Context: an optimization exercise on an open-source flow, tuned for small area. The choices shown serve that exercise and are no tape-out recipe. In this exercise RTL edits were held to simulation tests only and were not proved equivalent to the original. No activity file was given, so power comes from the tool's default toggle rates.

==> flow/design.v <==
package cellbuf_pkg;
    localparam int GROUP_W     = $clog2((8 / 4));
    localparam int CROW_W      = $clog2(8);
    localparam int CELL_ROW_W  = $clog2(4);
    localparam int CELL_ADDR_W = $clog2(8);
    typedef logic [8-1:0][8-1:0] pixel_row_t;
    typedef struct packed {
        pixel_row_t [4-1:0] lane;
    } pgroup_t;
    typedef struct packed {
        logic [GROUP_W-1:0]    group;
        logic [CROW_W-1:0]     crow;
        logic [CELL_ROW_W-1:0] cell_row;
    } cell_pos_t;
    typedef struct packed {
        pixel_row_t [0:8-1] interior;
        pixel_row_t                    top;
        pixel_row_t                    bottom;
    } cell_view_t;
    typedef logic [CELL_ADDR_W-1:0] cell_addr_t;
endpackage
`timescale 1ns/10ps
module pixel_pos_counter (
    input  logic                   clk,
    input  logic                   arst_n_i,
    input  logic                   pgroup_wr_i,
    output cellbuf_pkg::cell_pos_t pos_o
);
    localparam logic [cellbuf_pkg::GROUP_W-1:0]    LAST_GROUP    = cellbuf_pkg::GROUP_W'((8 / 4) - 1);
    localparam logic [cellbuf_pkg::CROW_W-1:0]     LAST_CROW     = cellbuf_pkg::CROW_W'(8 - 1);
    localparam logic [cellbuf_pkg::CELL_ROW_W-1:0] LAST_CELL_ROW = cellbuf_pkg::CELL_ROW_W'(4 - 1);
    cellbuf_pkg::cell_pos_t pos_q;
    cellbuf_pkg::cell_pos_t pos_d;
    always_comb begin
        pos_d = pos_q;
        if (pos_q.group == LAST_GROUP) begin
            pos_d.group = '0;
            if (pos_q.crow == LAST_CROW) begin
                pos_d.crow = '0;
                if (pos_q.cell_row == LAST_CELL_ROW) begin
                    pos_d.cell_row = '0;
                end else begin
                    pos_d.cell_row = pos_q.cell_row + 1'b1;
                end
            end else begin
                pos_d.crow = pos_q.crow + 1'b1;
            end
        end else begin
            pos_d.group = pos_q.group + 1'b1;
        end
    end
    always_ff @(posedge clk or negedge arst_n_i) begin
        if (!arst_n_i) begin
            pos_q <= '0;
        end else if (pgroup_wr_i) begin
            pos_q <= pos_d;
        end
    end
    assign pos_o = pos_q;
endmodule
`timescale 1ns/10ps
module row_hold_mux #(
    parameter int W = 64
) (
    input  logic         en,
    input  logic         en_n,
    input  logic [W-1:0] x,
    input  logic [W-1:0] q,
    output logic [W-1:0] d
);
    assign d = ~(({W{en_n}} | x) & ({W{en}} | q));
endmodule
`timescale 1ns/10ps
module cell_read_mux #(
    parameter int W = 64
) (
    input  logic [7:0]        sel,
    input  logic [7:0][W-1:0] d,
    input  logic              inv,
    output logic [W-1:0]      y
);
    logic [W-1:0] n0, n1, n2;
    read_aoi3 #(.W(W)) u_a0 (.sel(sel[2:0]), .d(d[2:0]), .y_n(n0));
    read_aoi3 #(.W(W)) u_a1 (.sel(sel[5:3]), .d(d[5:3]), .y_n(n1));
    read_aoi2 #(.W(W)) u_a2 (.sel(sel[7:6]), .d(d[7:6]), .y_n(n2));
    assign y = ~(n0 & n1 & n2) ^ {W{inv}};
endmodule
module read_aoi3 #(
    parameter int W = 64
) (
    input  logic [2:0]        sel,
    input  logic [2:0][W-1:0] d,
    output logic [W-1:0]      y_n
);
    assign y_n = ~(({W{sel[0]}} & d[0]) | ({W{sel[1]}} & d[1]) | ({W{sel[2]}} & d[2]));
endmodule
module read_aoi2 #(
    parameter int W = 64
) (
    input  logic [1:0]        sel,
    input  logic [1:0][W-1:0] d,
    output logic [W-1:0]      y_n
);
    assign y_n = ~(({W{sel[0]}} & d[0]) | ({W{sel[1]}} & d[1]));
endmodule
`timescale 1ns/10ps
module cellbuf_top (
    input  logic                    clk,
    input  logic                    arst_n_i,
    input  cellbuf_pkg::pgroup_t    pgroup_i,
    input  logic                    pgroup_wr_i,
    input  cellbuf_pkg::cell_addr_t cell_addr_i,
    input  logic                    cell_store_i,
    output cellbuf_pkg::cell_view_t cell_o
);
    localparam int NC  = 8;
    localparam int NR  = 8;
    localparam int NGC = 4;
    localparam int NS  = NR + 2;    
    cellbuf_pkg::cell_pos_t pos;
    pixel_pos_counter u_pos_counter (
        .clk         (clk),
        .arst_n_i    (arst_n_i),
        .pgroup_wr_i (pgroup_wr_i),
        .pos_o       (pos)
    );
    logic [cellbuf_pkg::CROW_W+cellbuf_pkg::GROUP_W-1:0] slot;
    assign slot = {pos.crow, pos.group};
    logic full_q;
    always_ff @(posedge clk or negedge arst_n_i) begin
        if (!arst_n_i) begin
            full_q <= 1'b0;
        end else if (pgroup_wr_i && (&slot)) begin
            full_q <= 1'b1;
        end
    end
    logic [NC-1:0] dec;
    for (genvar c = 0; c < NC; c++) begin : g_dec
        assign dec[c] = (cell_addr_i == cellbuf_pkg::CELL_ADDR_W'(c));
    end
    logic [NC-1:0] st_hit;
    assign st_hit = {NC{cell_store_i}} & dec;
    logic [1:0][NR-1:0] wr_en;
    logic [1:0]    frame_top_en;
    logic [1:0][NR-1:0] vld;
    for (genvar g = 0; g < 2; g++) begin : g_grp
        for (genvar r = 0; r < NR; r++) begin : g_row
            localparam logic [3:0] K = 4'(2*r + g);
            assign wr_en[g][r] = pgroup_wr_i && (slot == K);
            assign vld[g][r]   = full_q || (slot > K);
        end
        assign frame_top_en[g] = wr_en[g][0] && (pos.cell_row == '0);
    end
    logic phase_q;
    always_ff @(posedge clk or negedge arst_n_i) begin
        if (!arst_n_i) begin
            phase_q <= 1'b0;
        end else begin
            phase_q <= !phase_q;
        end
    end
    logic [1:0][NR-1:0] wp_q;
    logic [1:0]         bot_wp_d;
    logic [NC-1:0]      int0_wp_q;
    logic [NC-1:0]      top_wp_q;
    for (genvar g = 0; g < 2; g++) begin : g_wp
        for (genvar r = 0; r < NR; r++) begin : g_row
            always_ff @(posedge clk) begin
                if (wr_en[g][r]) begin
                    wp_q[g][r] <= phase_q;
                end
            end
        end
        assign bot_wp_d[g] = wr_en[g][0] ? phase_q : wp_q[g][0];
    end
    logic [NC-1:0][NR-1:0][63:0] int_q, int_d;
    logic [NC-1:0][63:0]         top_q, top_d;
    logic [NC-1:0][63:0]         bot_q, bot_d;
    logic [NC-1:0]           top_vld_q;
    logic [NS-1:0][NC-1:0]   rd_sel;
    for (genvar c = 0; c < NC; c++) begin : g_cell
        localparam int LANE = c % NGC;
        localparam int GRP  = c / NGC;
        row_hold_mux u_bot_mux (
            .en   (wr_en[GRP][0]),
            .en_n (!wr_en[GRP][0]),
            .x    (pgroup_i.lane[LANE]),
            .q    (bot_q[c]),
            .d    (bot_d[c])
        );
        logic int0_en;
        assign int0_en = frame_top_en[GRP] || st_hit[c];
        row_hold_mux u_int0_mux (
            .en   (int0_en),
            .en_n (!int0_en),
            .x    (bot_d[c]),
            .q    (int_q[c][0]),
            .d    (int_d[c][0])
        );
        for (genvar r = 1; r < NR; r++) begin : g_row
            row_hold_mux u_int_mux (
                .en   (wr_en[GRP][r]),
                .en_n (!wr_en[GRP][r]),
                .x    (pgroup_i.lane[LANE]),
                .q    (int_q[c][r]),
                .d    (int_d[c][r])
            );
        end
        row_hold_mux u_top_mux (
            .en   (st_hit[c]),
            .en_n (!st_hit[c]),
            .x    (int_q[c][NR-1]),
            .q    (top_q[c]),
            .d    (top_d[c])
        );
        always_ff @(posedge clk) begin
            int_q[c] <= int_d[c];
            top_q[c] <= top_d[c];
            bot_q[c] <= bot_d[c];
        end
        always_ff @(posedge clk) begin
            if (int0_en) begin
                int0_wp_q[c] <= bot_wp_d[GRP];
            end
            if (st_hit[c]) begin
                top_wp_q[c] <= wp_q[GRP][NR-1];
            end
        end
        always_ff @(posedge clk or negedge arst_n_i) begin
            if (!arst_n_i) begin
                top_vld_q[c] <= 1'b0;
            end else if (st_hit[c] && vld[GRP][NR-1]) begin
                top_vld_q[c] <= 1'b1;
            end
        end
        for (genvar r = 0; r < NR; r++) begin : g_sel
            assign rd_sel[r][c] = dec[c] && vld[GRP][r];
        end
        assign rd_sel[NR][c]   = dec[c] && top_vld_q[c];
        assign rd_sel[NR+1][c] = dec[c] && vld[GRP][0];
    end
    logic [NS-1:0][NC-1:0][63:0] rd_d;
    for (genvar c = 0; c < NC; c++) begin : g_rd_d
        for (genvar r = 0; r < NR; r++) begin : g_int
            assign rd_d[r][c] = int_q[c][r];
        end
        assign rd_d[NR][c]   = top_q[c];
        assign rd_d[NR+1][c] = bot_q[c];
    end
    logic [NS-1:0] rd_ph;
    for (genvar r = 1; r < NR; r++) begin : g_rd_ph
        assign rd_ph[r] = phase_q ^ wp_q[cell_addr_i[2]][r];
    end
    assign rd_ph[0]    = !(phase_q ^ int0_wp_q[cell_addr_i]);
    assign rd_ph[NR]   = phase_q ^ top_wp_q[cell_addr_i];
    assign rd_ph[NR+1] = phase_q ^ wp_q[cell_addr_i[2]][0];
    for (genvar s = 0; s < NS; s++) begin : g_rd
        cell_read_mux u_rd (
            .sel (rd_sel[s]),
            .d   (rd_d[s]),
            .inv (rd_ph[s] && (|rd_sel[s])),
            .y   (cell_o[64*(NS-1-s) +: 64])
        );
    end
endmodule
==> flow/config.mk <==
export PLATFORM = sky130hd
export DESIGN_NAME = cellbuf_top
export DESIGN_NICKNAME = cellbuf_top
export VERILOG_FILES = /design/flow/design.v
export SDC_FILE = /design/flow/constraint.sdc
export NUM_CORES = 8
export LEC_CHECK = 0
export CAP_MARGIN = 20
export CORE_MARGIN = 2
export CORE_UTILIZATION = 60
export SLEW_MARGIN = 20
export SYNTH_HIERARCHICAL = 1
export SYNTH_MINIMUM_KEEP_SIZE = 0
==> flow/constraint.sdc <==
create_clock -name core_clock -period 10.0 [get_ports {clk}]
set_input_delay 2.0000 -clock core_clock [delete_from_list [all_inputs] [get_ports {clk}]]
set_output_delay 2.0000 -clock core_clock [all_outputs]
set_load 0.01 [all_outputs]
standard.sh (not shown) runs the stock make flow with config.mk's settings and CLKGATE_MAP_FILE= SYNTH_SCRIPT=/design/flow/synth_recipe.tcl, a recipe that flattens the netlist after the stock synthesis.
==> flow/flow/run.sh <==
#!/bin/bash
# Standard ORFS layout with these changes:
#  - after synthesis, logic gates that ABC sized up are set back to x1
#    (flow/downsize.tcl); placement-time repair sizes up where needed;
#  - XOR gates above x1 are not used after synthesis, so their fanout is
#    buffered rather than the gate sized up;
#  - the smallest buffer on the ports;
#  - a clock tree of clkbuf_16 on clusters of at most 28 flip-flops,
#    without dummy balancing loads.
# Each make run writes its full output to its own log file here.
set -euo pipefail
FLOW_DIR="$PWD/flow"
DONT_USE="$(make -s -C "$FLOW_HOME" DESIGN_CONFIG="$PWD/config.mk" WORK_HOME="$PWD/orfs" print-DONT_USE_CELLS | sed 's/^DONT_USE_CELLS: //')"
DONT_USE="$DONT_USE sky130_fd_sc_hd__xor2_2 sky130_fd_sc_hd__xor2_4 sky130_fd_sc_hd__xnor2_2 sky130_fd_sc_hd__xnor2_4"
ARGS=(
    "POST_SYNTH_TCL=$FLOW_DIR/downsize.tcl"
    "BUFFER_PORTS_ARGS=-buffer_cell sky130_fd_sc_hd__buf_1"
    "CTS_ARGS=-sink_clustering_enable -repair_clock_nets -dont_use_dummy_load -buf_list sky130_fd_sc_hd__clkbuf_16 -sink_clustering_size 28 -sink_clustering_max_diameter 70"
)
bash standard.sh "${ARGS[@]}" synth > standard_synth.log 2>&1
bash standard.sh "${ARGS[@]}" "DONT_USE_CELLS=$DONT_USE" finish > standard_layout.log 2>&1
==> flow/flow/downsize.tcl <==
# Run after synthesis (POST_SYNTH_TCL): set every logic gate that Yosys/ABC
# sized above x1 back to x1. Placement-time repair sizes up again where
# timing or slew needs it.
set db [ord::get_db]
set n 0
foreach inst [[ord::get_db_block] getInsts] {
  set m [[$inst getMaster] getName]
  if {![regexp {^(sky130_fd_sc_hd__[a-z0-9]+)_([0-9]+)$} $m -> base size]} { continue }
  if {$size <= 1} { continue }
  if {[regexp {__(df|dl|sdf|edf|buf|clk|bufinv|conb|tap|fill|decap|diode|ebuf|ha|fa|maj|probe|lpflow)} $base]} { continue }
  set small [$db findMaster ${base}_1]
  if {$small == "NULL" || $small == ""} { continue }
  $inst swapMaster $small
  incr n
}
puts "downsize: $n cells set to x1"

The first run finished with timing, DRC and antenna clean.
Next try:
--- a/flow/flow/run.sh
+++ b/flow/flow/run.sh
@@ -6,6 +6,6 @@
 #    buffered rather than the gate sized up;
 #  - the smallest buffer on the ports;
-#  - a clock tree of clkbuf_16 on clusters of at most 28 flip-flops,
-#    without dummy balancing loads.
+#  - a clock tree of clkbuf_16 with clkbuf_8 leaf buffers on clusters of at
+#    most 16 flip-flops, without dummy balancing loads.
 # Each make run writes its full output to its own log file here.
 set -euo pipefail
@@ -16,5 +16,5 @@
     "POST_SYNTH_TCL=$FLOW_DIR/downsize.tcl"
     "BUFFER_PORTS_ARGS=-buffer_cell sky130_fd_sc_hd__buf_1"
-    "CTS_ARGS=-sink_clustering_enable -repair_clock_nets -dont_use_dummy_load -buf_list sky130_fd_sc_hd__clkbuf_16 -sink_clustering_size 28 -sink_clustering_max_diameter 70"
+    "CTS_ARGS=-sink_clustering_enable -repair_clock_nets -dont_use_dummy_load -buf_list sky130_fd_sc_hd__clkbuf_16 -sink_clustering_buffer sky130_fd_sc_hd__clkbuf_8 -sink_clustering_size 16 -sink_clustering_max_diameter 55"
 )
 bash standard.sh "${ARGS[@]}" synth > standard_synth.log 2>&1
- routed wire length rises by 0.35%
- worst setup slack improves by 0.051 ns
- total power climbs by 0.46%
- worst hold slack is worse by 0.0047 ns
- final area hardly moves
- area after synthesis is unchanged
- non-clock buffer count is higher by 1
- cell count goes up by 1.0%
- clock skew drops by 0.031 ns
- sequential share of layout area goes down by 0.16 points

static timing again, ports no longer ideal:
The results above use ideal ports. As a check the final layouts listed here were re-extracted and re-timed, cells and wires unchanged. Step 1 (the two cells are an assumption about what drives the block):
set clk [get_ports {clk}]
set_driving_cell -lib_cell sky130_fd_sc_hd__clkbuf_16 $clk
set_driving_cell -lib_cell sky130_fd_sc_hd__buf_2 [delete_from_list [all_inputs] $clk]
Step 2 adds t to the input delays and takes it off the output delays; t is the mean of the earliest and latest rising clock arrival at the registers after step 1. Input paths then give back, and output paths get back, about the clock's delay inside the block. Slacks: no drivers / after step 1 / after step 2; pairs: no drivers / after step 1.
run | t (ns) | setup slack, ns | worst setup path after step 2 | worst data-port slew with drivers (ns)
the first run | 1.080 | 1.250 / 1.225 / 1.225 | input to output | 0.31
the second run | 1.046 | 1.301 / 1.275 / 1.275 | input to output | 0.34
After both steps every run listed still meets setup and hold. The setup slack of the second run, which loses most, moves by -0.026 ns with the drivers and by -0.026 ns with both steps.
